This is an optimization exercise on Yosys and OpenROAD, whose aim is small area, a short achievable clock period and few clock cycles, not a production implementation.
In this exercise RTL edits were held to simulation tests only and were not proved equivalent to the original.
Power figures rest on the tool's default switching activity, not on a simulated workload.

===== design/flow/config.mk =====
export PLATFORM = sky130hd
export DESIGN_NAME = sorted_word_table_binary_search_top
export DESIGN_NICKNAME = sorted_word_table_binary_search_top
export VERILOG_FILES = /design/flow/design.v
export SDC_FILE = /design/flow/constraint.sdc
export NUM_CORES = 4
export LEC_CHECK = 0
export CAP_MARGIN = 20
export CORE_MARGIN = 2
export CORE_UTILIZATION = 40
export CTS_CLUSTER_DIAMETER = 100
export CTS_CLUSTER_SIZE = 25
export SETUP_SLACK_MARGIN = 2.85
export SLEW_MARGIN = 20
export TNS_END_PERCENT = 100

===== design/flow/design.v =====
package swt_pkg;
  localparam int TABLE_DEPTH_DEF = 16;
  localparam int WORD_CHARS_DEF  = 8;
  localparam int CHAR_W      = 8;
  localparam int WORD_W      = 64;
  localparam int INDEX_W     = 4;
  localparam int COUNT_W     = 5;
  localparam int IN_TDATA_W  = 72;    
  localparam int OUT_TDATA_W = 8;     
  localparam logic [COUNT_W-1:0] ENTRY_COUNT_RST = 5'd10;
  localparam logic CMD_LOAD   = 1'b0;
  localparam logic CMD_SEARCH = 1'b1;
  localparam int QDEPTH = 5;
endpackage
module swt_table #(
  parameter int DEPTH = 16,
  parameter int WIDTH = 64,
  parameter int NCH   = 4,
  localparam int CHW  = WIDTH / NCH
) (
  input  logic                   clk,
  input  logic [DEPTH-1:0]       we,         
  input  logic [DEPTH-1:0]       keep,       
  input  logic [WIDTH-1:0]       wr_data,    
  output logic [DEPTH*NCH-1:0]   eq,         
  output logic [DEPTH*NCH-1:0]   lt          
);
  logic [DEPTH-1:0][WIDTH-1:0] mem;
  for (genvar i = 0; i < DEPTH; i++) begin : g_ent
    always_ff @(posedge clk) begin
      mem[i] <= ({WIDTH{we[i]}} & wr_data) | ({WIDTH{keep[i]}} & mem[i]);
    end
    for (genvar c = 0; c < NCH; c++) begin : g_part
      swt_digit_cmp #(.W(CHW)) u_cmp (
        .a  (mem[i][c*CHW +: CHW]),
        .b  (wr_data[c*CHW +: CHW]),
        .eq (eq[i*NCH + c]),
        .lt (lt[i*NCH + c])
      );
    end
  end
endmodule
module swt_digit_cmp #(
  parameter int W = 32           
) (
  input  logic [W-1:0] a,
  input  logic [W-1:0] b,
  output logic         eq,
  output logic         lt
);
  localparam int N = W / 2;
  localparam int L = $clog2(N);
  logic [2*N-2:0] e, l;
  function automatic logic [1:0] digit_cmp(input logic [1:0] x, input logic [1:0] y);
    unique case ({x, y})
      4'b0000, 4'b0101, 4'b1010, 4'b1111:                 digit_cmp = 2'b10;
      4'b0001, 4'b0010, 4'b0011, 4'b0110, 4'b0111, 4'b1011: digit_cmp = 2'b01;
      default:                                             digit_cmp = 2'b00;
    endcase
  endfunction
  for (genvar j = 0; j < N; j++) begin : g_digit
    assign {e[j], l[j]} = digit_cmp(a[2*j+1 -: 2], b[2*j+1 -: 2]);
  end
  for (genvar s = 1; s <= L; s++) begin : g_level
    localparam int O  = 2*N - ((2*N) >> s);         
    localparam int OP = 2*N - ((2*N) >> (s - 1));   
    for (genvar j = 0; j < (N >> s); j++) begin : g_node
      assign e[O+j] = e[OP+2*j+1] && e[OP+2*j];
      assign l[O+j] = l[OP+2*j+1] || (e[OP+2*j+1] && l[OP+2*j]);
    end
  end
  assign eq = e[2*N-2];
  assign lt = l[2*N-2];
endmodule
module sorted_word_table_binary_search_top #(
  parameter int TABLE_DEPTH = swt_pkg::TABLE_DEPTH_DEF,
  parameter int WORD_CHARS  = swt_pkg::WORD_CHARS_DEF
) (
  input  logic                              clk,
  input  logic                              rst_n,
  input  logic                              in_tvalid,
  output logic                              in_tready,
  input  logic                              in_tuser,    
  input  logic [swt_pkg::IN_TDATA_W-1:0]    in_tdata,    
  output logic                              out_tvalid,
  input  logic                              out_tready,
  output logic [swt_pkg::OUT_TDATA_W-1:0]   out_tdata,   
  input  logic                              cfg_valid,
  output logic                              cfg_ready,
  input  logic [swt_pkg::COUNT_W-1:0]       cfg_data
);
  localparam int CW = swt_pkg::CHAR_W;
  localparam int NC = WORD_CHARS;
  localparam int W  = CW * NC;
  localparam int D  = TABLE_DEPTH;
  localparam int AW = $clog2(TABLE_DEPTH);
  localparam int QD = swt_pkg::QDEPTH;
  localparam int OW = 1 + AW;                  
  localparam logic [D*D*(D+1)-1:0] ANC = 4352'h0000400020000000080000000000000000800000000000000000000000000000000000000000300000000c0000000000000000c00000000000000000000000000000000000000000000004000c0001000000000000c00010000000000000000000000000000000000000300000000d0001000040000000c0001800000000000000000000000000000000000000000400000001400040001000c00018000200000000000000000000000000000000000000000d0000000350001800c00018000300000000000000000000000000000000000000000c0001400000005c00c20018000300004000000000000000000000000000000000000c0001000340000000d300188003000060000000000000000000000000000000000000000100004000580000001ec0032000600008000000000000000000000000000000000000000000001800c200000033b000600c0c000000000000000000000000000000000000000000000000c2001880000006640c0c018100000000000000000000000000000000000000000000c0001800333000000ccd01e180000000000000000000000000000000000000000000c000180003000664000001f9c00c2000000000000000000000000000000000000000c0001800030000600c0c0000030f3000000000000000000000000000000000000000c0001800030000600c0c01e180000078640000000000000000000000000000000000c0001800030000600c0c01e1830f300000;
  localparam logic [(D+1)*D-1:0] WIN = 272'hffff7fff3fff1fff0fff07ff03ff01ff00ff007f003f001f000f0007000300010000;
  logic [swt_pkg::COUNT_W-1:0] n_r;
  assign cfg_ready = 1'b1;
  always_ff @(posedge clk) begin
    if (!rst_n) begin
      n_r <= swt_pkg::ENTRY_COUNT_RST;
    end else if (cfg_valid) begin
      n_r <= (cfg_data > swt_pkg::COUNT_W'(D)) ? swt_pkg::COUNT_W'(D) : cfg_data;
    end
  end
  logic            rdy_r;
  logic            accept;
  logic [NC-1:0]   nz, keep;
  logic [W-1:0]    canon;
  assign in_tready = rdy_r;
  assign accept    = in_tvalid && rdy_r;
  always_comb begin
    for (int c = 0; c < NC; c++) begin
      nz[c] = |in_tdata[swt_pkg::INDEX_W + c*CW +: CW];
    end
    keep[NC-1] = nz[NC-1];
    for (int c = NC-2; c >= 0; c--) begin
      keep[c] = keep[c+1] && nz[c];
    end
    for (int c = 0; c < NC; c++) begin
      canon[c*CW +: CW] = keep[c] ? in_tdata[swt_pkg::INDEX_W + c*CW +: CW] : '0;
    end
  end
  logic            q_v, q_cmd;
  logic [D-1:0]    q_we, q_keep;
  logic [W-1:0]    q_w;
  always_ff @(posedge clk) begin
    if (!rst_n) begin
      q_v    <= 1'b0;
      q_we   <= '0;
      q_keep <= '1;
    end else begin
      q_v <= accept;
      for (int i = 0; i < D; i++) begin
        q_we[i]   <=   accept && (in_tuser == swt_pkg::CMD_LOAD) && (in_tdata[AW-1:0] == AW'(i));
        q_keep[i] <= !(accept && (in_tuser == swt_pkg::CMD_LOAD) && (in_tdata[AW-1:0] == AW'(i)));
      end
    end
    q_cmd <= in_tuser;
    q_w   <= canon;
  end
  localparam int NCH = 4;                      
  logic [D*NCH-1:0] eq_p, lt_p;
  swt_table #(
    .DEPTH (D),
    .WIDTH (W),
    .NCH   (NCH)
  ) u_table (
    .clk     (clk),
    .we      (q_we),
    .keep    (q_keep),
    .wr_data (q_w),
    .eq      (eq_p),
    .lt      (lt_p)
  );
  logic              k_v, k_cmd;
  logic [D*NCH-1:0]  k_eq, k_lt;
  always_ff @(posedge clk) begin
    if (!rst_n) k_v <= 1'b0;
    else        k_v <= q_v;
    k_cmd <= q_cmd;
    k_eq  <= eq_p;
    k_lt  <= lt_p;
  end
  logic [D-1:0]        eq, lt, gt, win, hit;
  logic [D-1:0][D-1:0] ok;       
  always_comb begin
    for (int i = 0; i < D; i++) begin
      eq[i] = 1'b1;
      lt[i] = 1'b0;
      for (int c = NCH - 1; c >= 0; c--) begin
        lt[i] = lt[i] || (eq[i] && k_lt[i*NCH + c]);
        eq[i] = eq[i] && k_eq[i*NCH + c];
      end
    end
  end
  assign gt  = ~lt & ~eq;
  assign win = WIN[n_r*D +: D];
  for (genvar i = 0; i < D; i++) begin : g_hit
    for (genvar a = 0; a < D; a++) begin : g_anc
      localparam logic [D:0] T = ANC[(i*D + a)*(D+1) +: D+1];
      if (a == i || T == '0) begin : g_none
        assign ok[i][a] = 1'b1;
      end else if (a > i) begin : g_left
        assign ok[i][a] = !T[n_r] || gt[a];
      end else begin : g_right
        assign ok[i][a] = !T[n_r] || lt[a];
      end
    end
    assign hit[i] = (k_cmd == swt_pkg::CMD_SEARCH) && win[i] && eq[i] && (&ok[i]);
  end
  logic            h_v;
  logic [D-1:0]    h_hit;
  logic [OW-1:0]   res;
  always_ff @(posedge clk) begin
    if (!rst_n) h_v <= 1'b0;
    else        h_v <= k_v;
    h_hit <= hit;
  end
  always_comb begin
    res = '0;
    for (int i = 0; i < D; i++) begin
      if (h_hit[i]) res = res | OW'({AW'(i), 1'b1});
    end
  end
  logic [QD-1:0]           qv_r, qv_nxt;
  logic [QD-1:0][OW-1:0]   qd_r, qd_nxt;
  logic                    pop;
  logic [$clog2(QD+1)-1:0] occ_r, occ_nxt;
  assign pop = out_tready && qv_r[0];
  always_comb begin
    for (int k = 0; k < QD; k++) begin
      logic up_v, below_v, below_pop_v;
      logic [OW-1:0] up_d;
      up_v        = (k + 1 < QD) ? qv_r[(k + 1) % QD] : 1'b0;
      up_d        = qd_r[(k + 1) % QD];
      below_v     = (k == 0) || qv_r[(k + QD - 1) % QD];
      below_pop_v = (k == 0) || qv_r[k];
      if (pop) begin
        qv_nxt[k] = up_v || (h_v && below_pop_v);
        qd_nxt[k] = up_v ? up_d : res;
      end else begin
        qv_nxt[k] = qv_r[k] || (h_v && below_v);
        qd_nxt[k] = qv_r[k] ? qd_r[k] : res;
      end
    end
  end
  logic          nv0_r;
  logic          hold0, take0;
  logic [OW-1:0] out_nxt;
  assign hold0   = qv_r[0] && !out_tready;
  assign take0   = nv0_r || out_tready;          
  assign out_nxt = ({OW{hold0}} & qd_r[0]) | ({OW{take0}} & ((pop && qv_r[1]) ? qd_r[1] : res));
  always_ff @(posedge clk) begin
    if (!rst_n) begin
      qv_r  <= '0;
      nv0_r <= 1'b1;
    end else begin
      qv_r  <= qv_nxt;
      nv0_r <= !qv_nxt[0];
    end
    qd_r[0] <= out_nxt;
    for (int k = 1; k < QD; k++) begin
      qd_r[k] <= qd_nxt[k];
    end
  end
  assign occ_nxt = occ_r + (accept ? 1'b1 : 1'b0) - (pop ? 1'b1 : 1'b0);
  always_ff @(posedge clk) begin
    if (!rst_n) begin
      occ_r <= '0;
      rdy_r <= 1'b1;
    end else begin
      occ_r <= occ_nxt;
      rdy_r <= (occ_nxt < QD);
    end
  end
  assign out_tvalid = qv_r[0];
  assign out_tdata  = swt_pkg::OUT_TDATA_W'(qd_r[0]);
endmodule

===== design/flow/run.sh =====
#!/bin/bash
# synth_recipe.tcl (not shown) runs the flow's synth.tcl, then flattens the netlist and writes it again
# the make line also repeats each setting of config.mk as NAME=value (left out here)
make -C /OpenROAD-flow-scripts/flow DESIGN_CONFIG=/design/flow/config.mk WORK_HOME=/design/flow/orfs CLKGATE_MAP_FILE= SYNTH_SCRIPT=/design/flow/synth_recipe.tcl finish

===== design/flow/constraint.sdc =====
create_clock -name core_clock -period 5.0 [get_ports {clk}]
set_input_delay 1.0000 -clock core_clock [delete_from_list [all_inputs] [get_ports {clk}]]
set_output_delay 1.0000 -clock core_clock [all_outputs]
set_load 0.01 [all_outputs]

==> summary.md, run 1 <==
| Metric | Value |
|---|---|
| Final wirelength | `196 mm` |
| Layout cell share with drive strength beyond 1 | `0.106` |
| DRC Markers | `0` |
| CTS tree | `built` |
| H-tree depth | `2` |
| Cell Area, Placed | `0.0628 sq mm` |
| Antenna violations before repair | `2` |
| Ys async rst share | `0` |
| TritonCTS Buffers | `60` |
| Worst rel slew slack | `0.311` |
| Power Density | `373 mW/mm^2` |
| Starting density of the core | `0.402` |
| Post-synthesis mux area share | `0.00366` |
| Static leakage | `25.8 nW` |
| Worst Hold Class | `flop to flop` |
| CP endpoint kind | `flop` |
| Leading cell type in the layout, fill and taps excluded | `dfxtp_1` |
| # IOs | `94` |
| Cell count after synthesis | `6314` |
| First-pass DRT Iterations | `9` |
| Status | `no timing/DRC/antenna violations` |
| DR vias | `49100` |
| # setup viols final | `0` |
| Clock Latency Late Sink | `0.73 ns` |
| Xor/xnor share of the synthesized area | `0.108` |
| Fillcell total | `14400` |
| Final Hold Viols | `0` |
| Highest clock rate | `444 MHz` |
| FP Rows | `143` |
| Root buf cell | `clkbuf_16` |
| Setup TNS | `0 ns` |
| Gpl congestion | `0.923` |
| Post-synthesis adder-cell area fraction | `0.0564` |
| Avg Cell Area, Syn | `9.63 sq um` |
| Remaining Overflow, GRT | `0` |
| Final net count | `6255` |
| EDFF count, synth | `5` |
| Die Area | `0.155 sq mm` |
| CP arrival | `2.84 ns` |
| Core Box Area | `0.151 sq mm` |
| DP HPWL | `120 mm` |
| DR vias/cell | `5.98` |
| # clock sinks | `1305` |
| Top_reg_cell synth | `dfxtp_1` |
| Power Total | `25.3 mW` |
| Clock buffer depth | `3` |
| Initial DRC count | `4861` |
| Main combinational cell family by area after synthesis | `compound AO/OA/AOI/OAI gates` |
| Clock Skew | `0.0632 ns` |
| I/O Buffers | `85` |
| Die X | `394 um` |
| Vias in the first global route | `45900` |
| Commonest non-fill, non-tap cells in the layout | `dfxtp_1 (1207), a22o_1 (1050), xor2_1 (444)` |
| Synth cell types | `78` |
| First-pass GRT wire length | `290 mm` |
| Worst vdd ir | `0.311 mV` |
| Crit Path Class | `flop to flop` |
| Worst Max-Slew Pin Slew | `1.03 ns` |
| Crit path launch type | `flop` |
| DIE HEIGHT | `394 um` |
| Antenna-violating nets left | `0` |
| Pin count of the biggest net entering global routing | `65` |
| Period Utilization, post-route | `0.450` |
| Final worst path period need | `2.25 ns` |
| Final Cell Area | `0.0678 sq mm` |
| Max cap viols | `0` |
| Slew Limit Fails | `0` |
| Post-synthesis simple-gate area fraction | `0.112` |
| YS warnings | `3` |
| Syn Std Cell Area | `0.0608 sq mm` |
| CP max FO | `20` |
| Clock slew at reported path FFs | `0.10 ns` |
| RSZ-0062 raised after global routing | `yes` |
| Post-synthesis compound-gate area fraction | `0.240` |
| GRT Total Usage | `0.239` |
| Synth Register Bits | `1305` |
| WL/cell | `23.9 um` |
| Worst path required time | `5.59 ns` |
| Synth-to-Final Area Change | `11.4%` |
| Sequential-to-total area share from yosys stat | `0.430` |
flip-flops by register name, summed over array words and instances (netlist names):
name / flops
k_lt: 60
k_v: 1
q_w: 64
q_keep: 16
q_v: 1
rdy_r: 1
occ_r: 3
q_we: 16
k_cmd: 1
qd_r: 25
h_hit: 16
h_v: 1
nv0_r: 1
u_table.mem: 1024
qv_r: 5
k_eq: 64
n_r: 5
q_cmd: 1
synth_stat cells, drive strengths merged, types with 12 or more instances:
master      n  share of area
dfxtp    1300           0.43
a22o     1050           0.15
xor2      444          0.064
maj3      331          0.055
xnor2     308          0.044
clkbuf    299          0.018
buf       269          0.020
nand2b    267          0.027
nor2      227          0.014
nand2     217          0.013
o21ai     189          0.016
inv       169          0.010
a21oi     155          0.013
nor4      130          0.013
nand3     116         0.0095
a211oi    115          0.014
nand4      92         0.0095
o22ai      72         0.0074
nor2b      64         0.0066
and2       59         0.0061
nor3       35         0.0029
o2111ai    35         0.0050
a21o       28         0.0035
a31oi      27         0.0028
a211o      26         0.0037
and3       23         0.0024
o211ai     23         0.0029
a2111oi    19         0.0029
a21boi     17         0.0021
o21bai     13         0.0016
a22oi      12         0.0015
a2bb2oi    12         0.0017
o21a       12         0.0015
timing repair:
item	CTS	global route
resized for setup	314	140
buffers inserted	95	54
hold buffers	0	0
endpoints found under the setup margin	178	128
pin swaps	20	23
cloned	9	5
path summary, 6_finish.rpt:
kind | start | endpoint | slack, ns | cells past startpoint
hold / removal | q_cmd$_DFF_P_ | k_cmd$_DFF_P_ | 0.36 | 0
setup reg to reg | q_w[35]$_SDFF_PN0_ | k_lt[38]$_DFF_P_ | 2.75 | 5
setup / recovery | q_w[35]$_SDFF_PN0_ | k_lt[38]$_DFF_P_ | 2.75 | 5
hold reg to reg | q_cmd$_DFF_P_ | k_cmd$_DFF_P_ | 0.36 | 0
per-layer routing:
layer	wire length [um]	GRT usage	share of wire
met2	87500	0.379	0.45
met1	89900	0.336	0.46
met5	13	0	0.000066
met4	6960	0.0821	0.035
met3	12000	0.0280	0.061
worst max-delay path: stages, from the launching register on:
cell and delay, ns:
dfxtp_1 0.43, clkinvlp_4 0.48, a222oi_1 0.49, a222oi_1 0.16
o21a_1 0.23, o221ai_1 0.35
per-stage QoR:
stage,utilization,instances,hold WS [ns],worst slack [ns]
3_5_place_dp,0.415,7969,0.312,1.26
6_report,0.448,8208,0.358,2.75
3_3_place_gp,0.415,7969,0.318,1.31
4_1_cts,0.441,8148,0.350,2.75
2_1_floorplan,-,6316,0.310,2.42
5_1_grt,0.448,8207,0.356,2.71
logic make-up (layout without fill, tap and decap cells):
family                     after synthesis  in the layout
adders and majority gates              339            339
muxes                                   21             21
other                                    2              5
AOI/OAI and AO/OA                     1869           1869
xor gates and xnor gates               752            752
buffers and inverters                  746            606
and+or+nand+nor                       1280           1281
DFF                                   1305           1305
layout make-up:
type	instances	area, sq um	share of cell area
Timing Repair Buffer	353	3800	0.0560
Multi-Input combinational cell	4266	32600	0.481
Inverter	178	787	0.0116
Clock inverter	8	106	0.00157
Clock buffer	67	1560	0.0230
Sequential cell	1305	26400	0.390
Tap cell	2030	2540	0.0375
Antenna cell	1	2.50	0.0000369
report_power, final:
group,switching (mW),total [mW],internal [mW]
Clock,3.52,5.77,2.25
Combinational,2.74,5.88,3.13
Sequential,1.57,13.6,12.0
Testbench counts, summed over its fixed seeds: cycles 2,080.
==> run 2: changes to the inputs <==
--- a/design/flow/config.mk
+++ b/design/flow/config.mk
@@ -10,6 +10,7 @@
 export CORE_UTILIZATION = 40
 export CTS_CLUSTER_DIAMETER = 100
 export CTS_CLUSTER_SIZE = 25
-export SETUP_SLACK_MARGIN = 2.85
+export GPL_ROUTABILITY_DRIVEN = 0
+export SETUP_SLACK_MARGIN = 2.9
 export SLEW_MARGIN = 20
 export TNS_END_PERCENT = 100
==> run 2 against run 1 <==
  * Total power rose by 1.8%
  * Clock power up 4.5%
  * Wire length up 2.7%
  * Synthesized cell count unchanged
  * Setup slack improved by 0.0036 ns
  * Critical path depth down 4
  * Sequential share of layout area is 0.71 points lower
  * Critical path type is now flop to primary output
  * Die area is the same
  * Combinational power is 3% higher
  * Largest cell class unchanged
  * Clock skew shrank 0.0078 ns
  * Non-clock buffer count rose by 75
==> summary.md, run 2 <==
| Metric | Value |
|---|---|
| Status | `no timing/DRC/antenna violations` |
| CTS Hold Bufs | `0 (unchanged)` |
| Final worst path period need | `2.25 ns (-0.00363 ns)` |
| Worst Hold Class | `flop to flop` |
| Die X | `394 um (unchanged)` |
| Core Box Area | `0.151 sq mm (unchanged)` |
| Ranking of synthesized cells by area | `dfxtp_1 (43%), a22o_1 (15%), xor2_1 (6.4%)` |
| Pin count of the biggest net entering global routing | `65 (unchanged)` |
| Sequential Area | `0.0264 sq mm (about the same)` |
| Global Route met3 Usage | `0.0256 (-0.00240)` |
| DR vias/cell | `6.00 (+0.33%)` |
| Finished Core Util | `0.457 (+0.00880)` |
| WL/cell | `24.3 um (+1.7%)` |
| H-tree depth | `2 (unchanged)` |
| Max cap viols | `0 (unchanged)` |
| Synth-to-Final Area Change | `13.6%` |
| Largest regs | `u_table.mem x1024, k_eq x64, q_w x64` |
| Delay of the slowest critical-path stage | `0.40 ns (-0.09 ns)` |
| DR vias | `49700 (+1.3%)` |
| Met1 Track Usage GR | `0.343 (+0.00759)` |
| DP HPWL | `119 mm (-1.4%)` |
| Clock Skew | `0.0554 ns (-0.00780 ns)` |
| Clock slew at reported path FFs | `0.10 ns (about the same)` |
| Leading cell type in the layout, fill and taps excluded | `dfxtp_1` |
| Synth Register Bits | `1305 (unchanged)` |
| Commonest non-fill, non-tap cells in the layout | `dfxtp_1 (1200), a22o_1 (1050), xor2_1 (442)` |
| Top-count cell post-synth | `dfxtp_1` |
| Largest register by flop count | `u_table.mem` |
| CP endpoint kind | `primary output` |
| Worst path required time | `4.00 ns (-1.59 ns)` |
| CP arrival | `1.25 ns (-1.59 ns)` |
| Avg Cell Area, Syn | `9.63 sq um (unchanged)` |
| CP max FO | `3 (-85%)` |
| TritonCTS Buffers | `61 (+1.7%)` |
| I/O Buffers | `85 (unchanged)` |
| Clock Latency Late Sink | `0.74 ns (about the same)` |
| Antenna-violating nets left | `0 (unchanged)` |
| First-pass GRT wire length | `295 mm (+1.6%)` |
| DIE HEIGHT | `394 um (unchanged)` |
| Crit path depth | `1 (-4)` |
| Met2 global-route usage | `0.388 (+0.00918)` |
| Fillcell total | `14200 (-1.2%)` |
| Worst rel slew slack | `0.305 (-0.00546)` |
| Global routing's busiest layer | `met2` |
| First-pass DRT Iterations | `6 (-3)` |
| DRC Markers | `0 (unchanged)` |
| R2R cell count | `8 (+3)` |
| Cell family with most CP delay | `flip-flops` |
| Final net count | `6332 (+1.2%)` |
| Crit path launch type | `flop` |
| FP Rows | `143 (unchanged)` |
| Ys async rst share | `0 (unchanged)` |
| CTS tree | `built` |
| Hold Path Stages | `0 (unchanged)` |
| Synth cell types | `78 (unchanged)` |
| RSZ-0062 raised after global routing | `yes` |
| Share of Yosys cell area claimed by the top area cell type | `0.428 (unchanged)` |
| CP max stage cell | `dfxtp_4` |
| EDFF count, synth | `5 (unchanged)` |
| GRT Total Usage | `0.243 (+0.00452)` |
| Cell count after synthesis | `6314 (unchanged)` |
| Sequential-to-total area share from yosys stat | `0.430 (unchanged)` |
| Crit Path Class | `flop to primary output` |
| Static leakage | `26.4 nW (+2.3%)` |
| Final wirelength | `202 mm (+2.7%)` |
| Syn Std Cell Area | `0.0608 sq mm (unchanged)` |
| Worst Max-Slew Pin Slew | `1.04 ns (+0.00819 ns)` |
| # clock sinks | `1305 (unchanged)` |
| CP Buf/Inv Count | `1 (unchanged)` |
| Initial DRC count | `4913 (+1.1%)` |
| Die Area | `0.155 sq mm (unchanged)` |
| Root buf cell | `clkbuf_16` |
| Top_reg_cell synth | `dfxtp_1` |
| Slew Limit Fails | `0 (unchanged)` |
| Clock buffer depth | `3 (unchanged)` |
| Starting density of the core | `0.402 (unchanged)` |
| Layout cell share with drive strength beyond 1 | `0.125 (+0.0193)` |
| Remaining Overflow, GRT | `0 (unchanged)` |
| Antenna violations before repair | `3 (+1)` |
| Area of the multi-input gates | `0.0328 sq mm (+0.77%)` |
| Vias in the first global route | `46400 (+1.1%)` |
| Crit path cell chain | `buf_6` |
| Setup TNS | `0 ns (unchanged)` |
| # IOs | `94 (unchanged)` |
| Final Hold Viols | `0 (unchanged)` |
| # setup viols final | `0 (unchanged)` |
| Highest clock rate | `445 MHz (+0.16%)` |
| Power Density | `372 mW/mm^2 (-0.18%)` |
| Most frequent cells after synthesis | `dfxtp_1 (1300), a22o_1 (1050), xor2_1 (444)` |
| Max reg flops | `1024 (unchanged)` |
| YS warnings | `3 (unchanged)` |
| Worst vdd ir | `0.330 mV (+6.1%)` |
| Period Utilization, post-route | `0.449 (-0.000726)` |
| Dominant cell type by area after synthesis | `dfxtp_1` |
[run 2: power breakdown]
group          total (mW)  internal (mW)  switching, mW
sequential           13.6           12.0           1.57
clock                6.03           2.44           3.59
combinational        6.06           3.23           2.83
total                25.7           17.7           7.99
[run 2: per-stage QoR]
step	power (mW)	setup WS [ns]	hold slack, ns	instance area, sq um	cells
after global placement	19.0	1.32	0.399	62900	7967
after CTS	25.5	2.70	0.432	67500	8189
after floorplan	17.7	2.42	0.310	60900	6316
final	25.7	2.75	0.429	69100	8286
after global routing	26.9	2.72	0.443	69100	8284
after detailed placement	19.1	1.27	0.392	62900	7967
[run 2: cell type report]
type | count | area share
Inverter | 178 | 0.0118
Multi-Input combinational cell | 4266 | 0.475
Timing Repair Buffer | 428 | 0.0680
Clock buffer | 66 | 0.0228
Antenna cell | 2 | 0.0000724
Tap cell | 2030 | 0.0368
Timing Repair inverter | 1 | 0.0000724
Clock inverter | 10 | 0.00297
Sequential cell | 1305 | 0.382
[run 2: kinds of logic after synthesis]
family / share of synthesized area
DFF: 0.430
other: 0.000123
adders and majority gates: 0.0564
buffers and inverters: 0.0494
AOI/OAI and AO/OA: 0.240
xor gates and xnor gates: 0.108
and+or+nand+nor: 0.112
muxes: 0.00366
[run 2: path summary, 6_finish.rpt]
path	start	to	slack (ns)
max	qv_r[0]$_SDFF_PN0_	out_tvalid	2.75
min	q_cmd$_DFF_P_	k_cmd$_DFF_P_	0.43
max reg2reg	n_r[1]$_SDFFE_PN1P_	h_hit[1]$_DFF_P_	2.79
min reg2reg	q_cmd$_DFF_P_	k_cmd$_DFF_P_	0.43
[run 2: layer usage]
layer  routed length, um  vias to the layer above
met5                  28                        -
met4                6660                        4
met3               13000                      306
met2               90300                     1729
met1               91600                    24900
li1                    -                    22800
[run 2: timing repair]
action	in CTS	in global routing
gates cloned	16	9
gates resized for setup	382	163
buffers inserted	130	86
pin swaps	29	47
endpoints found under the setup margin	191	122
==> run 3: changes to the inputs <==
--- a/design/flow/design.v
+++ b/design/flow/design.v
@@ -41,36 +41,15 @@
   end
 endmodule
 module swt_digit_cmp #(
-  parameter int W = 32           
+  parameter int W = 16
 ) (
   input  logic [W-1:0] a,
   input  logic [W-1:0] b,
   output logic         eq,
   output logic         lt
 );
-  localparam int N = W / 2;
-  localparam int L = $clog2(N);
-  logic [2*N-2:0] e, l;
-  function automatic logic [1:0] digit_cmp(input logic [1:0] x, input logic [1:0] y);
-    unique case ({x, y})
-      4'b0000, 4'b0101, 4'b1010, 4'b1111:                 digit_cmp = 2'b10;
-      4'b0001, 4'b0010, 4'b0011, 4'b0110, 4'b0111, 4'b1011: digit_cmp = 2'b01;
-      default:                                             digit_cmp = 2'b00;
-    endcase
-  endfunction
-  for (genvar j = 0; j < N; j++) begin : g_digit
-    assign {e[j], l[j]} = digit_cmp(a[2*j+1 -: 2], b[2*j+1 -: 2]);
-  end
-  for (genvar s = 1; s <= L; s++) begin : g_level
-    localparam int O  = 2*N - ((2*N) >> s);         
-    localparam int OP = 2*N - ((2*N) >> (s - 1));   
-    for (genvar j = 0; j < (N >> s); j++) begin : g_node
-      assign e[O+j] = e[OP+2*j+1] && e[OP+2*j];
-      assign l[O+j] = l[OP+2*j+1] || (e[OP+2*j+1] && l[OP+2*j]);
-    end
-  end
-  assign eq = e[2*N-2];
-  assign lt = l[2*N-2];
+  assign eq = (a == b);
+  assign lt = (a < b);
 endmodule
 module sorted_word_table_binary_search_top #(
   parameter int TABLE_DEPTH = swt_pkg::TABLE_DEPTH_DEF,
--- a/design/flow/config.mk
+++ b/design/flow/config.mk
@@ -10,7 +10,6 @@
 export CORE_UTILIZATION = 40
 export CTS_CLUSTER_DIAMETER = 100
 export CTS_CLUSTER_SIZE = 25
-export GPL_ROUTABILITY_DRIVEN = 0
 export SETUP_SLACK_MARGIN = 2.9
 export SLEW_MARGIN = 20
 export TNS_END_PERCENT = 100
==> run 3 against run 2 <==
  * Still clean
  * Sequential power shrank 4%
  * Maximum frequency grew 4.1%
  * Critical path depth stayed put
  * Sequential share of layout area about the same
  * Clock power decreased by 6.1%
  * Register-to-register slack better by 0.05 ns
  * Hold slack improved by 0.016 ns
  * Cell area is 0.31% lower
  * Count of clock-buffer cells in the layout is 2 lower
  * Wire length fell by 5.3%
  * Core utilization fell by 0.46 points
  * Critical path type unchanged
==> summary.md, run 3 <==
| Metric | Value |
|---|---|
| Status | `no timing/DRC/antenna violations` |
| Dominant cell type by area after synthesis | `dfxtp_1` |
| Clock Skew | `0.0710 ns (+0.0156 ns)` |
| Avg Cell Area, Syn | `10.6 sq um (+9.6%)` |
| Final Hold Viols | `0 (unchanged)` |
| Top-count cell post-synth | `dfxtp_1` |
| CP max stage cell | `dfxtp_4` |
| First-pass GRT wire length | `284 mm (-3.7%)` |
| Remaining Overflow, GRT | `0 (unchanged)` |
| Largest regs | `u_table.mem x1024, k_eq x64, q_w x64` |
| WL/cell | `24.3 um (-0.19%)` |
| # IOs | `94 (unchanged)` |
| Crit path launch type | `flop` |
| First-pass DRT Iterations | `5 (-1)` |
| Worst Max-Slew Pin Slew | `0.995 ns (-0.0472 ns)` |
| Finished Layout Cells | `7859 (-5.2%)` |
| Period Utilization, post-route | `0.432 (-0.0176)` |
| Sequential Area | `0.0263 sq mm (-0.42%)` |
| GRT Total Usage | `0.235 (-0.00824)` |
| R2R Path Start | `n_r[1]$_SDFFE_PN1P_` |
| I/O Buffers | `85 (unchanged)` |
| Worst reg2reg setup slack | `2.84 ns (+0.05 ns)` |
| Power Density | `356 mW/mm^2 (-4.2%)` |
| RSZ-0062 raised after global routing | `yes` |
| Antenna violations before repair | `7 (+4)` |
| Power Total | `24.6 mW (-4.5%)` |
| Switching share of power | `0.299 (-0.0115)` |
| DP HPWL | `125 mm (+5.5%)` |
| Worst rel slew slack | `0.337 (+0.0314)` |
| Placed instance count | `7663 (-3.8%)` |
| Combinational share of power | `0.237 (about the same)` |
| Final wirelength | `191 mm (-5.3%)` |
| Max reg flops | `1024 (unchanged)` |
| Static leakage | `31.2 nW (+18%)` |
| Crit Path Class | `flop to primary output` |
| Share of Yosys cell area claimed by the top area cell type | `0.423 (-0.00506)` |
| Cell family with most CP delay | `flip-flops` |
| Worst Setup EP | `out_tvalid` |
| Core Box Area | `0.152 sq mm (+0.71%)` |
| DR vias/cell | `5.96 (-0.67%)` |
| Final worst path period need | `2.16 ns (-0.0882 ns)` |
| CP Buf/Inv Count | `1 (unchanged)` |
| Clock buffer depth | `3 (unchanged)` |
| CP max FO | `2 (-1)` |
| Max cap viols | `0 (unchanged)` |
| Ant diodes | `0 (-2)` |
| Vias in the first global route | `45100 (-2.8%)` |
| H-tree depth | `2 (unchanged)` |
| Clock Latency Late Sink | `0.75 ns (about the same)` |
| # clock sinks | `1305 (unchanged)` |
| Starting density of the core | `0.404 (+0.00194)` |
| Crit path cell chain | `buf_6` |
| Net Sw Power | `7.35 mW (-8.0%)` |
| Pin count of the biggest net entering global routing | `65 (unchanged)` |
| Worst path required time | `4.00 ns (about the same)` |
| EDFF count, synth | `5 (unchanged)` |
| Worst vdd ir | `0.301 mV (-8.8%)` |
| Crit path depth | `1 (unchanged)` |
| Cell count after synthesis | `5831 (-7.6%)` |
| Initial DRC count | `3508 (-29%)` |
| DIE HEIGHT | `396 um (+0.59%)` |
| Syn Std Cell Area | `0.0615 sq mm (+1.2%)` |
| Gpl congestion | `0.875` |
| TritonCTS Buffers | `59 (-3.3%)` |
| YS warnings | `2 (-1)` |
| Slew Limit Fails | `0 (unchanged)` |
| Place WS | `1.69 ns (+0.421 ns)` |
| Synth-to-Final Area Change | `11.9%` |
| FP Rows | `143 (unchanged)` |
| Die X | `396 um (+0.59%)` |
| R2R cell count | `7 (-1)` |
| Die Area | `0.157 sq mm (+1.2%)` |
| CP arrival | `1.16 ns (-0.09 ns)` |
| Sequential-to-total area share from yosys stat | `0.425 (-0.00508)` |
| Final net count | `6871 (+8.5%)` |
| Clock power share | `0.230 (-0.005)` |
| Fillcell total | `14000 (-1.4%)` |
| Int Pwr | `17.2 mW (-2.9%)` |
| Layout cell share with drive strength beyond 1 | `0.115 (-0.0102)` |
| Synth cell types | `76 (-2.6%)` |
| Worst Hold Class | `flop to flop` |
| CP endpoint kind | `primary output` |
| Antenna-violating nets left | `0 (unchanged)` |
| Ranking of synthesized cells by area | `dfxtp_1 (42%), ha_1 (20%), a22o_1 (15%)` |
| Leading cell type in the layout, fill and taps excluded | `dfxtp_1` |
| CTS tree | `built` |
| Sequential share of power | `0.533 (+0.004)` |
| Largest register by flop count | `u_table.mem` |
| CP startpoint | `qv_r[0]$_SDFF_PN0_` |
| DR vias | `46800 (-5.8%)` |
| Setup TNS | `0 ns (unchanged)` |
| DRC Markers | `0 (unchanged)` |
| Most frequent cells after synthesis | `dfxtp_1 (1300), a22o_1 (1024), ha_1 (967)` |
| Highest clock rate | `463 MHz (+4.1%)` |
| Area of the multi-input gates | `0.0343 sq mm (+4.6%)` |
| # setup viols final | `0 (unchanged)` |
| Delay of the slowest critical-path stage | `0.35 ns (-0.05 ns)` |
| Worst reg2reg path endpoint | `h_hit[7]$_DFF_P_` |
| Commonest non-fill, non-tap cells in the layout | `dfxtp_1 (1223), a22o_1 (1024), ha_1 (955)` |
| Fin worst setup slack | `2.84 ns (+0.0882 ns)` |
| Ys async rst share | `0 (unchanged)` |
| Top_reg_cell synth | `dfxtp_1` |
| Synth Register Bits | `1305 (unchanged)` |
| Clock slew at reported path FFs | `0.09 ns (about the same)` |
| Root buf cell | `clkbuf_16` |
==> run 3: changes by cell type in the layout (fill, tap and decap cells not counted), sizes merged, moves of 93 or more <==
cell    change
ha        +960
xor2      -444
maj3      -331
nand2b    -246
xnor2     -241
a21o      +206
nand2     -147
nor4      -103
nand4      +93
==> run 3: how the worst min path moves through the flow <==
| stage | start | end | slack [ns] | depth (start not counted) |
|---|---|---|---|---|
| floorplan | q_cmd$_DFF_P_ | k_cmd$_DFF_P_ | 0.31 | 0 |
| global route | qd_r[0]$_DFF_P_ | qd_r[0]$_DFF_P_ | 0.47 | 2 |
| finish | q_v$_SDFF_PN0_ | k_v$_SDFF_PN0_ | 0.44 | 1 |
| CTS | q_v$_SDFF_PN0_ | k_v$_SDFF_PN0_ | 0.45 | 1 |
| detailed placement | q_v$_SDFF_PN0_ | k_v$_SDFF_PN0_ | 0.43 | 1 |
| global placement | q_v$_SDFF_PN0_ | k_v$_SDFF_PN0_ | 0.42 | 1 |
==> run 3: kinds of logic (layout without fill, tap and decap cells) <==
| group | count (synthesis) | in the layout | synth area share |
|---|---|---|---|
| buffers and inverters | 602 | 598 | 0.0386 |
| flip-flops | 1305 | 1305 | 0.425 |
| multiplexers | 16 | 16 | 0.00270 |
| AND/OR/NAND/NOR | 955 | 955 | 0.0875 |
| XOR/XNOR | 67 | 67 | 0.00954 |
| adder cells (fa/ha/maj) | 968 | 968 | 0.197 |
| AO/OA/AOI/OAI | 1916 | 1916 | 0.239 |
| other | 2 | 4 | 0.000122 |
==> run 3: stage by stage <==
stage,utilization,hold WS (ns),area (sq um)
6_report,0.452,0.445,68900
5_1_grt,0.452,0.474,68900
4_1_cts,0.447,0.450,68200
3_5_place_dp,0.422,0.426,64300
3_3_place_gp,0.422,0.417,64300
2_1_floorplan,-,0.310,61700
==> run 3: area by class of cell <==
type | count | share of cell area
Sequential cell | 1305 | 0.382
Inverter | 207 | 0.0146
Multi-Input combinational cell | 3926 | 0.498
Tap cell | 2030 | 0.0369
Timing Repair Buffer | 321 | 0.0446
Clock inverter | 6 | 0.00140
Clock buffer | 64 | 0.0220
==> run 3: power by group through the flow <==
| stage | combinational, mW | clock [mW] | sequential [mW] |
|---|---|---|---|
| 2_1_floorplan | 4.06 | 0 | 12.9 |
| 3_3_place_gp | 5.18 | 0 | 13.2 |
| 3_5_place_dp | 5.38 | 0 | 13.2 |
| 4_1_cts | 5.68 | 5.79 | 13.0 |
| 5_1_grt | 6.54 | 6.12 | 13.2 |
| 6_report | 5.81 | 5.66 | 13.1 |
==> run 3: timing repair <==
action | CTS | global route
setup endpoints to repair | 187 | 98
hold buffers | 0 | 0
resized for setup | 397 | 130
setup buffers | 101 | 25
pin swaps | 52 | 39
==> run 3: per-layer routing <==
layer / global-route usage / vias to the layer above / wire [um]
met5: 0 / - / 16
met1: 0.323 / 23200 / 87500
met4: 0.0820 / 2 / 6500
li1: - / 22000 / -
met3: 0.0234 / 272 / 9850
met2: 0.384 / 1296 / 87000
Testbench counts of run 3, summed over its fixed seeds: cycles 2,080.
==> run 4: changes to the inputs <==
--- a/design/flow/config.mk
+++ b/design/flow/config.mk
@@ -10,6 +10,6 @@
 export CORE_UTILIZATION = 40
 export CTS_CLUSTER_DIAMETER = 100
 export CTS_CLUSTER_SIZE = 25
-export SETUP_SLACK_MARGIN = 2.9
+export SETUP_SLACK_MARGIN = 3.0
 export SLEW_MARGIN = 20
 export TNS_END_PERCENT = 100
==> run 4 against run 3 <==
  * Still clean on timing, DRC and antenna
  * Clock skew about the same
  * Non-clock buffer count shrank 38
  * Maximum frequency hardly changed
  * Total power is essentially flat
  * Via count up 0.13%
  * Sequential share of layout area barely moved
  * Global-route usage fell by 0.26 points
  * Critical path depth stayed put
  * Clock power shrank 0.7%
  * Synthesized area stayed put
==> summary.md, run 4 <==
| Metric | Value |
|---|---|
| Status | `no timing/DRC/antenna violations` |
| Final wirelength | `190 mm (-0.42%)` |
| Antenna violations before repair | `3 (-4)` |
| Largest register by flop count | `u_table.mem` |
| Die Area | `0.157 sq mm (unchanged)` |
| Worst rel slew slack | `0.297 (-0.0396)` |
| DP HPWL | `124 mm (-0.52%)` |
| Sequential-to-total area share from yosys stat | `0.425 (unchanged)` |
| Cell family with most CP delay | `flip-flops` |
| Clock slew at reported path FFs | `0.10 ns (about the same)` |
| DR vias/cell | `5.99 (+0.63%)` |
| CP Buf/Inv Count | `1 (unchanged)` |
| Hold endpoint | `q_w[61]$_SDFF_PN0_` |
| First-pass DRT Iterations | `5 (unchanged)` |
| Remaining Overflow, GRT | `0 (unchanged)` |
| Clock Latency Late Sink | `0.76 ns (about the same)` |
| DRC Markers | `0 (unchanged)` |
| Leading cell type in the layout, fill and taps excluded | `dfxtp_1` |
| Hold wc startpoint | `in_tdata[65]` |
| Clock Skew | `0.0705 ns (-0.000455 ns)` |
| R2R Path Start | `q_w[41]$_SDFF_PN0_` |
| Delay of the slowest critical-path stage | `0.35 ns (about the same)` |
| Avg Cell Area, Syn | `10.6 sq um (unchanged)` |
| Top_reg_cell synth | `dfxtp_1` |
| CTS tree | `built` |
| CP max FO | `2 (unchanged)` |
| Max cap viols | `0 (unchanged)` |
| DIE HEIGHT | `396 um (unchanged)` |
| # IOs | `94 (unchanged)` |
| Syn Std Cell Area | `0.0615 sq mm (unchanged)` |
| Final worst path period need | `2.16 ns (-0.000110 ns)` |
| Commonest non-fill, non-tap cells in the layout | `dfxtp_1 (1219), a22o_1 (1024), ha_1 (946)` |
| # clock sinks | `1305 (unchanged)` |
| RSZ-0062 raised after global routing | `yes` |
| Cell Area, Placed | `0.0642 sq mm (about the same)` |
| Antenna-violating nets left | `0 (unchanged)` |
| Share of Yosys cell area claimed by the top area cell type | `0.423 (unchanged)` |
| Synth cell types | `76 (unchanged)` |
| Sequential Area | `0.0263 sq mm (about the same)` |
| Starting density of the core | `0.404 (unchanged)` |
| # setup viols final | `0 (unchanged)` |
| Dominant cell type by area after synthesis | `dfxtp_1` |
| CP arrival | `1.16 ns (about the same)` |
| Hold Path Stages | `1 (unchanged)` |
| CTS Hold Bufs | `0 (unchanged)` |
| Top-count cell post-synth | `dfxtp_1` |
| Crit path cell chain | `buf_6` |
| Vias in the first global route | `45000 (-0.13%)` |
| CP endpoint kind | `primary output` |
| Clock buffer depth | `3 (unchanged)` |
| Gpl congestion | `0.901 (+2.9%)` |
| WL/cell | `24.3 um (about the same)` |
| Crit Path Class | `flop to primary output` |
| Highest clock rate | `463 MHz (about the same)` |
| FP Rows | `143 (unchanged)` |
| TritonCTS Buffers | `58 (-1.7%)` |
| Largest regs | `u_table.mem x1024, k_eq x64, q_w x64` |
| Worst path required time | `4.00 ns (about the same)` |
| Final Hold Viols | `0 (unchanged)` |
| First-pass GRT wire length | `281 mm (-1.1%)` |
| H-tree depth | `2 (unchanged)` |
| Worst Hold Class | `input port to flop` |
| EDFF count, synth | `5 (unchanged)` |
| DR vias | `46900 (+0.13%)` |
| Die X | `396 um (unchanged)` |
| GRT Total Usage | `0.233 (-0.00263)` |
| Worst vdd ir | `0.267 mV (-11%)` |
| Worst Max-Slew Pin Slew | `1.05 ns (+0.0594 ns)` |
| Pin count of the biggest net entering global routing | `65 (unchanged)` |
| Synth Register Bits | `1305 (unchanged)` |
| YS warnings | `2 (unchanged)` |
| Setup TNS | `0 ns (unchanged)` |
| Synth-to-Final Area Change | `11.9% (about the same)` |
| Core Box Area | `0.152 sq mm (unchanged)` |
| Most frequent cells after synthesis | `dfxtp_1 (1300), a22o_1 (1024), ha_1 (967)` |
| Area of the multi-input gates | `0.0347 sq mm (+0.98%)` |
| Worst reg2reg setup slack | `2.92 ns (+0.08 ns)` |
| Max reg flops | `1024 (unchanged)` |
| R2R cell count | `8 (+1)` |
| Cell count after synthesis | `5831 (unchanged)` |
| Period Utilization, post-route | `0.432 (about the same)` |
| Root buf cell | `clkbuf_16` |
| Fillcell total | `14100 (+0.54%)` |
| Final net count | `6835 (-0.52%)` |
| Slew Limit Fails | `0 (unchanged)` |
| CP max stage cell | `dfxtp_4` |
| Crit path launch type | `flop` |
| Ranking of synthesized cells by area | `dfxtp_1 (42%), ha_1 (20%), a22o_1 (15%)` |
| Static leakage | `31.3 nW (+0.21%)` |
| I/O Buffers | `85 (unchanged)` |
| Final Cell Area | `0.0689 sq mm (about the same)` |
| Layout cell share with drive strength beyond 1 | `0.115 (about the same)` |
| Power Density | `357 mW/mm^2 (about the same)` |
| Worst reg2reg path endpoint | `k_lt[46]$_DFF_P_` |
| Ys async rst share | `0 (unchanged)` |
| Initial DRC count | `3628 (+3.4%)` |
## run 4: final cells by class
class / instances / area share
multi-input cells: 3929 / 0.503
flip-flops and latches: 1305 / 0.382
repair buffers: 283 / 0.0394
well taps: 2030 / 0.0369
clock buffers: 59 / 0.0211
inverters: 207 / 0.0154
clock inverters: 5 / 0.00162
diodes: 2 / 0.0000727
## run 4: worst reg2reg max path: cells and delay by family (launching register included)
family	cells	cell delay [ns]
AOI/OAI and AO/OA	4	0.76
DFF	1	0.36
and+or+nand+nor	1	0.33
adders and majority gates	1	0.30
buffers and inverters	2	0.18
## run 4: repair_timing
| action | CTS | global route |
|---|---|---|
| setup endpoints to repair | 191 | 132 |
| gates resized for setup | 435 | 208 |
| pin swaps | 53 | 80 |
| cloned | 0 | 4 |
| setup buffers | 42 | 53 |
## run 4: routing by layer
metal	wire length, um	vias up	track usage
li1	-	22000	-
met1	87700	23300	0.321
met2	85400	1329	0.375
met3	8740	307	0.0187
met4	8200	0	0.0951
met5	0	-	0
## run 4: worst max path at each step
| stage | from | to | slack (ns) | cells past startpoint |
|---|---|---|---|---|
| final | qv_r[0]$_SDFF_PN0_ | out_tvalid | 2.84 | 1 |
| after global routing | qv_r[0]$_SDFF_PN0_ | out_tvalid | 2.80 | 1 |
| after CTS | qv_r[0]$_SDFF_PN0_ | out_tvalid | 2.79 | 1 |
| after detailed placement | out_tready | rdy_r$_SDFF_PN1_ | 1.78 | 10 |
| after global placement | out_tready | rdy_r$_SDFF_PN1_ | 1.79 | 10 |
| after floorplan | out_tready | rdy_r$_SDFF_PN1_ | 2.54 | 10 |
## run 4: logic make-up after synthesis
family	Yosys count	share of synthesized area
adders and majority gates	968	0.197
xor gates and xnor gates	67	0.00954
AOI/OAI and AO/OA	1916	0.239
other	2	0.000122
muxes	16	0.00270
and+or+nand+nor	955	0.0875
DFF	1305	0.425
buffers and inverters	602	0.0386
## run 4: per-stage QoR
step	std cells	total power [mW]	worst slack, ns	hold WS (ns)	util
CTS	7761	24.4	2.79	0.456	0.443
finish	7820	24.6	2.84	0.424	0.452
detailed placement	7655	18.6	1.78	0.418	0.421
global route	7818	25.9	2.80	0.405	0.452
floorplan	5833	17.0	2.54	0.310	-
global placement	7655	18.4	1.79	0.431	0.421
## run 4: power by group
part | switching, mW | leakage [nW] | total (mW) | internal [mW]
logic | 2.84 | 19.8 | 5.84 | 3.00
clock network | 3.45 | 0.764 | 5.62 | 2.16
registers | 1.07 | 10.8 | 13.1 | 12.0
total | 7.37 | 31.3 | 24.6 | 17.2
==> run 5: changes to the inputs <==
--- a/design/flow/config.mk
+++ b/design/flow/config.mk
@@ -10,6 +10,6 @@
 export CORE_UTILIZATION = 40
 export CTS_CLUSTER_DIAMETER = 100
 export CTS_CLUSTER_SIZE = 25
-export SETUP_SLACK_MARGIN = 3.0
+export SETUP_SLACK_MARGIN = 3.1
 export SLEW_MARGIN = 20
 export TNS_END_PERCENT = 100
==> run 5 against run 4 <==
  * Still clean
  * Wire length increased by 1.9%
  * Cell area increased by 2.8%
  * Via count increased by 0.77%
  * Clock skew decreased by 0.0085 ns
  * Total power increased by 2.0%
  * Highest routed layer is now met5
==> summary.md, run 5 <==
| Metric | Value |
|---|---|
| Status | `no timing/DRC/antenna violations` |
| Synth Register Bits | `1305 (unchanged)` |
| Setup TNS | `0 ns (unchanged)` |
| DR vias/cell | `6.01 (+0.27%)` |
| Worst Max-Slew Pin Slew | `1.03 ns (-0.0192 ns)` |
| Root buf cell | `clkbuf_16` |
| Top-count cell post-synth | `dfxtp_1` |
| Sequential share of power | `0.525 (-0.009)` |
| Final net count | `6872 (+0.54%)` |
| Top_reg_cell synth | `dfxtp_1` |
| CP Buf/Inv Count | `1 (unchanged)` |
| Antenna-violating nets left | `0 (unchanged)` |
| YS warnings | `2 (unchanged)` |
| CP endpoint kind | `primary output` |
| DP HPWL | `124 mm (about the same)` |
| Leading cell type in the layout, fill and taps excluded | `dfxtp_1` |
| Highest clock rate | `461 MHz (-0.40%)` |
| Largest register by flop count | `u_table.mem` |
| Die X | `396 um (unchanged)` |
| Worst rel slew slack | `0.310 (+0.0128)` |
| Static leakage | `31.7 nW (+1.2%)` |
| Net Sw Power | `7.64 mW (+3.6%)` |
| Clock power share | `0.230 (about the same)` |
| Pin count of the biggest net entering global routing | `65 (unchanged)` |
| Worst path required time | `4.00 ns (about the same)` |
| Fin worst setup slack | `2.83 ns (-0.00871 ns)` |
| Cell family with most CP delay | `flip-flops` |
| # IOs | `94 (unchanged)` |
| Gpl congestion | `0.875 (-2.9%)` |
| Final worst path period need | `2.17 ns (+0.00871 ns)` |
| Switching share of power | `0.305 (+0.00461)` |
| Clock Latency Late Sink | `0.74 ns (-0.02 ns)` |
| Slew Limit Fails | `0 (unchanged)` |
| Crit Path Class | `flop to primary output` |
| Clock slew at reported path FFs | `0.10 ns (about the same)` |
| Layout cell share with drive strength beyond 1 | `0.154 (+0.0392)` |
| First-pass DRT Iterations | `5 (unchanged)` |
| Final Hold Viols | `0 (unchanged)` |
| GRT Total Usage | `0.237 (+0.00404)` |
| First-pass GRT wire length | `286 mm (+1.9%)` |
| CTS Hold Bufs | `0 (unchanged)` |
| I/O Buffers | `85 (unchanged)` |
| CP max stage cell | `dfxtp_4` |
| Clock buffer depth | `3 (unchanged)` |
| TritonCTS Buffers | `59 (+1.7%)` |
| Largest regs | `u_table.mem x1024, k_eq x64, q_w x64` |
| Power Density | `354 mW/mm^2 (-0.75%)` |
| Synth-to-Final Area Change | `15.1%` |
| Remaining Overflow, GRT | `0 (unchanged)` |
| Fillcell total | `14000 (-1.0%)` |
| H-tree depth | `2 (unchanged)` |
| Crit path cell chain | `buf_6` |
| Antenna violations before repair | `8 (+5)` |
| Clock Skew | `0.0620 ns (-0.00854 ns)` |
| Avg Cell Area, Syn | `10.6 sq um (unchanged)` |
| Dominant cell type by area after synthesis | `dfxtp_1` |
| Worst reg2reg setup slack | `2.94 ns (+0.02 ns)` |
| DIE HEIGHT | `396 um (unchanged)` |
| Commonest non-fill, non-tap cells in the layout | `dfxtp_1 (1208), a22o_1 (1024), ha_1 (883)` |
| Crit path launch type | `flop` |
| Ys async rst share | `0 (unchanged)` |
| Place WS | `1.67 ns (-0.106 ns)` |
| Final wirelength | `194 mm (+1.9%)` |
| Die Area | `0.157 sq mm (unchanged)` |
| Vias in the first global route | `45300 (+0.59%)` |
| Delay of the slowest critical-path stage | `0.35 ns (about the same)` |
| CP arrival | `1.17 ns (about the same)` |
| Period Utilization, post-route | `0.434 (+0.00174)` |
| Ranking of synthesized cells by area | `dfxtp_1 (42%), ha_1 (20%), a22o_1 (15%)` |
| Starting density of the core | `0.404 (unchanged)` |
| Syn Std Cell Area | `0.0615 sq mm (unchanged)` |
| DRC Markers | `0 (unchanged)` |
| Share of Yosys cell area claimed by the top area cell type | `0.423 (unchanged)` |
| Int Pwr | `17.4 mW (+1.4%)` |
| Most frequent cells after synthesis | `dfxtp_1 (1300), a22o_1 (1024), ha_1 (967)` |
| Sequential-to-total area share from yosys stat | `0.425 (unchanged)` |
| Max cap viols | `0 (unchanged)` |
| Combinational share of power | `0.245 (+0.007)` |
| EDFF count, synth | `5 (unchanged)` |
| RSZ-0062 raised after global routing | `yes` |
| CP max FO | `2 (unchanged)` |
| Initial DRC count | `3654 (+0.72%)` |
| Worst Hold Class | `input port to flop` |
| FP Rows | `143 (unchanged)` |
| Cell count after synthesis | `5831 (unchanged)` |
| Max reg flops | `1024 (unchanged)` |
| WL/cell | `24.6 um (+1.4%)` |
| # clock sinks | `1305 (unchanged)` |
| Worst vdd ir | `0.322 mV (+20%)` |
| Core Box Area | `0.152 sq mm (unchanged)` |
| DR vias | `47200 (+0.77%)` |
| CTS tree | `built` |
| Synth cell types | `76 (unchanged)` |
| # setup viols final | `0 (unchanged)` |
run 5: cell counts after synthesis:
Identical to the previous run, type by type.
run 5: worst paths after layout:
kind | start | end | depth (start not counted)
setup / recovery | qv_r[0]$_SDFF_PN0_ | out_tvalid | 1
hold / removal | in_tdata[63] | q_w[59]$_SDFF_PN0_ | 1
setup reg to reg | q_w[25]$_SDFF_PN0_ | k_lt[25]$_DFF_P_ | 8
hold reg to reg | q_v$_SDFF_PN0_ | k_v$_SDFF_PN0_ | 1
run 5: metal layers:
| layer | share of wire | wire, um | global-route usage |
|---|---|---|---|
| met3 | 0.054 | 10500 | 0.0215 |
| met1 | 0.46 | 89200 | 0.332 |
| met2 | 0.45 | 87900 | 0.382 |
| met4 | 0.031 | 6010 | 0.0777 |
| met5 | 0.00016 | 31 | 0 |
run 5: final cells by class:
cell class	count	area, sq um	area share
tap	2030	2540	0.0359
timing repair inverter	5	72.6	0.00102
multi-input combinational	3929	36000	0.509
clock inverter	6	125	0.00177
clock buffer	61	1510	0.0213
antenna	2	5.00	0.0000707
timing repair buffer	314	2980	0.0421
sequential	1305	26400	0.372
inverter	207	1190	0.0168
run 5: logic make-up (layout without fill, tap and decap cells):
kind of cell | after synthesis | count (layout) | share of synthesized area
other cells | 2 | 6 | 0.000122
buf+inv | 602 | 593 | 0.0386
fa+ha+maj | 968 | 968 | 0.197
flops | 1305 | 1305 | 0.425
mux | 16 | 16 | 0.00270
xor+xnor | 67 | 67 | 0.00954
simple gates | 955 | 958 | 0.0875
compound gates | 1916 | 1916 | 0.239
run 5: per-stage QoR:
step                utilization  total power, mW  hold slack, ns  area (sq um)  cells
detailed placement        0.421             18.6           0.419         64200   7655
floorplan                     -             17.0           0.310         61800   5833
finish                    0.465             25.1           0.409         70800   7859
CTS                       0.451             24.7           0.444         68800   7803
global placement          0.421             18.4           0.416         64200   7655
global route              0.465             26.4           0.387         70800   7857
run 5: what timing repair did:
item,in CTS,in global routing
hold endpoints to repair,0,0
cloned,5,3
resized for setup,662,302
setup endpoints to repair,220,162
setup buffers,76,51
pin swaps,122,199
run 5: power groups by stage:
stage | Clock [mW] | Combinational [mW] | Sequential [mW]
finish | 5.77 | 6.14 | 13.2
global route | 6.21 | 6.89 | 13.3
CTS | 5.88 | 5.80 | 13.1
detailed placement | 0 | 5.37 | 13.2
global placement | 0 | 5.16 | 13.2
floorplan | 0 | 4.08 | 12.9
==> run 6: changes to the inputs <==
--- a/design/flow/config.mk
+++ b/design/flow/config.mk
@@ -7,9 +7,9 @@
 export LEC_CHECK = 0
 export CAP_MARGIN = 20
 export CORE_MARGIN = 2
-export CORE_UTILIZATION = 40
+export CORE_UTILIZATION = 50
 export CTS_CLUSTER_DIAMETER = 100
 export CTS_CLUSTER_SIZE = 25
-export SETUP_SLACK_MARGIN = 3.1
+export SETUP_SLACK_MARGIN = 3.0
 export SLEW_MARGIN = 20
 export TNS_END_PERCENT = 100
==> run 6 against run 5 <==
  * Still clean
  * Cell count is 5.7% lower
  * Sequential share of layout area increased by 1.3 points
  * Die area decreased by 20%
  * Clock power is 3% lower
  * Combinational power shrank 6.0%
  * Synthesized area did not move
  * Cell area shrank 3.7%
  * Synthesized cell count unchanged
  * Critical path depth stayed put
  * Hold slack better by 0.034 ns
  * Critical path type unchanged
==> summary.md, run 6 <==
| Metric | Value |
|---|---|
| Status | `no timing/DRC/antenna violations` |
| Vias in the first global route | `44700 (-1.4%)` |
| Commonest non-fill, non-tap cells in the layout | `dfxtp_1 (1222), a22o_1 (1024), ha_1 (951)` |
| Ranking of synthesized cells by area | `dfxtp_1 (42%), ha_1 (20%), a22o_1 (15%)` |
| Remaining Overflow, GRT | `0 (unchanged)` |
| Static leakage | `31.2 nW (-1.5%)` |
| Max Used Layer | `met5` |
| Starting density of the core | `0.504 (+0.101)` |
| Crit path launch type | `flop` |
| Clock power share | `0.229 (about the same)` |
| Synth-to-Final Area Change | `10.9%` |
| Share of Yosys cell area claimed by the top area cell type | `0.423 (unchanged)` |
| Avg Cell Area, Syn | `10.6 sq um (unchanged)` |
| Final wirelength | `189 mm (-2.2%)` |
| Crit path cell chain | `buf_6` |
| DR vias/cell | `6.30 (+4.8%)` |
| WL/cell | `25.6 um (+3.7%)` |
| Largest regs | `u_table.mem x1024, k_eq x64, q_w x64` |
| Highest clock rate | `461 MHz (about the same)` |
| Leading cell type in the layout, fill and taps excluded | `dfxtp_1` |
| DIE HEIGHT | `355 um (-10%)` |
| Initial DRC count | `3545 (-3.0%)` |
| DR vias | `46700 (-1.2%)` |
| GRT Total Usage | `0.291 (+0.0547)` |
| Cell Area, Placed | `0.0637 sq mm (-0.82%)` |
| Ys async rst share | `0 (unchanged)` |
| Wire length on met1 | `88.5 mm (-0.73%)` |
| Wire length on met3 | `10.1 mm (-3.8%)` |
| Placed instance count | `7247 (-5.3%)` |
| Slew Limit Fails | `0 (unchanged)` |
| CP endpoint kind | `primary output` |
| CP Buf/Inv Count | `1 (unchanged)` |
| Clock Latency Late Sink | `0.74 ns (about the same)` |
| Setup TNS | `0 ns (unchanged)` |
| Crit Path Class | `flop to primary output` |
| FP Rows | `128 (-10%)` |
| Sequential share of power | `0.536 (+0.011)` |
| First-pass GRT wire length | `280 mm (-1.9%)` |
| Ant diodes | `0 (-2)` |
| H-tree depth | `2 (unchanged)` |
| Syn Std Cell Area | `0.0615 sq mm (unchanged)` |
| EDFF count, synth | `5 (unchanged)` |
| RSZ-0062 raised after global routing | `yes` |
| # IOs | `94 (unchanged)` |
| Worst Max-Slew Pin Slew | `1.15 ns (+0.114 ns)` |
| Worst rel slew slack | `0.234 (-0.0761)` |
| Finished Layout Cells | `7410 (-5.7%)` |
| Die Area | `0.126 sq mm (-20%)` |
| Gpl congestion | `0.904 (+3.4%)` |
| Worst path required time | `4.00 ns (about the same)` |
| Final worst path period need | `2.17 ns (+0.000670 ns)` |
| Most frequent cells after synthesis | `dfxtp_1 (1300), a22o_1 (1024), ha_1 (967)` |
| DRC Markers | `0 (unchanged)` |
| Clock slew at reported path FFs | `0.10 ns (about the same)` |
| Clock Skew | `0.0504 ns (-0.0116 ns)` |
| Power Total | `24.5 mW (-2.3%)` |
| Final Cell Area | `0.0682 sq mm (-3.7%)` |
| CP max stage cell | `dfxtp_4` |
| I/O Buffers | `85 (unchanged)` |
| First-pass DRT Iterations | `5 (unchanged)` |
| Final net count | `6829 (-0.63%)` |
| Antenna violations before repair | `10 (+2)` |
| Worst vdd ir | `0.417 mV (+30%)` |
| DP HPWL | `124 mm (-0.62%)` |
| Max cap viols | `0 (unchanged)` |
| Met2 wire length | `84.9 mm (-3.4%)` |
| Combinational share of power | `0.236 (-0.009)` |
| Core Box Area | `0.122 sq mm (-20%)` |
| CP max FO | `2 (unchanged)` |
| Top-count cell post-synth | `dfxtp_1` |
| Power Density | `359 mW/mm^2 (+1.4%)` |
| Pin count of the biggest net entering global routing | `65 (unchanged)` |
| CTS tree | `built` |
| Worst Hold Class | `flop to flop` |
| Antenna-violating nets left | `0 (unchanged)` |
| TritonCTS Buffers | `58 (-1.7%)` |
| Cell family with most CP delay | `flip-flops` |
| CP arrival | `1.17 ns (about the same)` |
| Net Sw Power | `7.30 mW (-4.4%)` |
| # setup viols final | `0 (unchanged)` |
| Final Hold Viols | `0 (unchanged)` |
| Synth cell types | `76 (unchanged)` |
| Period Utilization, post-route | `0.434 (about the same)` |
| Dominant cell type by area after synthesis | `dfxtp_1` |
| Cell count after synthesis | `5831 (unchanged)` |
| Largest register by flop count | `u_table.mem` |
| Delay of the slowest critical-path stage | `0.36 ns (about the same)` |
| Clock buffer depth | `3 (unchanged)` |
| Die X | `355 um (-10%)` |
| Top_reg_cell synth | `dfxtp_1` |
| Switching share of power | `0.298 (-0.00668)` |
| Root buf cell | `clkbuf_16` |
| Layout cell share with drive strength beyond 1 | `0.113 (-0.0416)` |
| YS warnings | `2 (unchanged)` |
| Finished Core Util | `0.559 (+0.0945)` |
| # clock sinks | `1305 (unchanged)` |
| CTS Hold Bufs | `0 (unchanged)` |
| Sequential-to-total area share from yosys stat | `0.425 (unchanged)` |
| Max reg flops | `1024 (unchanged)` |
| Int Pwr | `17.2 mW (-1.4%)` |
| Synth Register Bits | `1305 (unchanged)` |
## run 6: cell types whose count changed in the layout (fill, tap and decap cells not counted), sizes merged, moves of 2 or more
cell           delta
dlymetal6s2s     -11
clkinvlp          +2
diode             -2
dlygate4sd2       -5
buf              -35
and3              -2
clkdlybuf4s50    +16
inv               -6
## run 6: per-layer routing
layer / vias up / global-route usage
met5: - / 0
met4: 2 / 0.0909
met3: 257 / 0.0255
met2: 1317 / 0.470
met1: 23200 / 0.413
li1: 21900 / -
## run 6: cell families after synthesis
family,share of synthesized area
compound gates,0.239
flops,0.425
fa+ha+maj,0.197
simple gates,0.0875
buf+inv,0.0386
xor+xnor,0.00954
mux,0.00270
other cells,0.000122
## run 6: final timing paths
kind         slack (ns)  depth (start not counted)               end                from
max                2.83                          1        out_tvalid  qv_r[0]$_SDFF_PN0_
min                0.44                          1    h_v$_SDFF_PN0_      k_v$_SDFF_PN0_
max reg2reg        2.88                          8  k_lt[27]$_DFF_P_  q_w[49]$_SDFF_PN0_
min reg2reg        0.44                          1    h_v$_SDFF_PN0_      k_v$_SDFF_PN0_
## run 6: per-stage QoR
| step | setup slack [ns] | hold slack (ns) |
|---|---|---|
| after global routing | 2.80 | 0.464 |
| final | 2.83 | 0.442 |
| after floorplan | 2.54 | 0.310 |
| after detailed placement | 1.77 | 0.395 |
| after global placement | 1.75 | 0.403 |
| after CTS | 2.79 | 0.447 |
## run 6: repair_timing
item	CTS	global route
setup buffers	40	55
resized for setup	431	187
setup endpoints to repair	209	146
gates cloned	0	1
pin swaps	58	64
## run 6: layout make-up
| cell class | instances | area, sq um |
|---|---|---|
| clock inverters | 5 | 80.1 |
| repair inverters | 1 | 8.76 |
| flip-flops and latches | 1305 | 26300 |
| inverters | 207 | 1030 |
| repair buffers | 279 | 2690 |
| multi-input cells | 3926 | 34600 |
| well taps | 1625 | 2030 |
| fillers | 10600 | 53800 |
| clock buffers | 62 | 1490 |
## run 6: power groups by stage
stage | combinational [mW] | sequential (mW) | clock (mW)
2_1_floorplan | 4.07 | 12.9 | 0
3_3_place_gp | 5.14 | 13.3 | 0
3_5_place_dp | 5.33 | 13.3 | 0
4_1_cts | 5.58 | 13.1 | 5.74
5_1_grt | 6.50 | 13.3 | 6.05
6_report | 5.77 | 13.1 | 5.60

[afterwards: timing with drivers on the ports]
In the flow no input, the clock included, has a driving cell. The finished layouts below were timed again as built, in two steps. Step 1 (the two cells are an assumption about what drives the block):
set clk [get_ports {clk}]
set_driving_cell -lib_cell sky130_fd_sc_hd__clkbuf_16 $clk
set_driving_cell -lib_cell sky130_fd_sc_hd__buf_2 [delete_from_list [all_inputs] $clk]
Step 2 moves the port delays by t, midway between the first and last clock arrival at a register: inputs arrive t later, outputs are due t later. That takes back most of the time a late clock gives input paths. Three values: ideal ports, drivers, drivers and shift; two values: the first two.
| run | shift t [ns] | slack for setup (ns) | latest minus earliest clock arrival (ns) | slew at the worst register clock pin (ns) | cell pins on the clock port's net |
|---|---|---|---|---|---|
| run 1 | 0.779 | 2.749 / 2.723 / 2.160 | 0.069 / 0.069 | 0.11 / 0.11 | 1 |
| run 2 | 0.800 | 2.753 / 2.672 / 2.188 | 0.063 / 0.063 | 0.11 / 0.11 | 1 |
| run 3 | 0.805 | 2.841 / 2.754 / 2.220 | 0.073 / 0.072 | 0.11 / 0.11 | 1 |
| run 4 | 0.814 | 2.841 / 2.751 / 2.304 | 0.075 / 0.075 | 0.11 / 0.11 | 1 |
| run 5 | 0.800 | 2.832 / 2.749 / 2.403 | 0.072 / 0.072 | 0.11 / 0.11 | 1 |
| run 6 | 0.799 | 2.832 / 2.749 / 2.335 | 0.054 / 0.053 | 0.11 / 0.11 | 1 |
After both steps setup and hold are still met in every run listed. The setup slack of run 3, which loses most, moves by -0.087 ns with the drivers and by -0.621 ns with both steps.
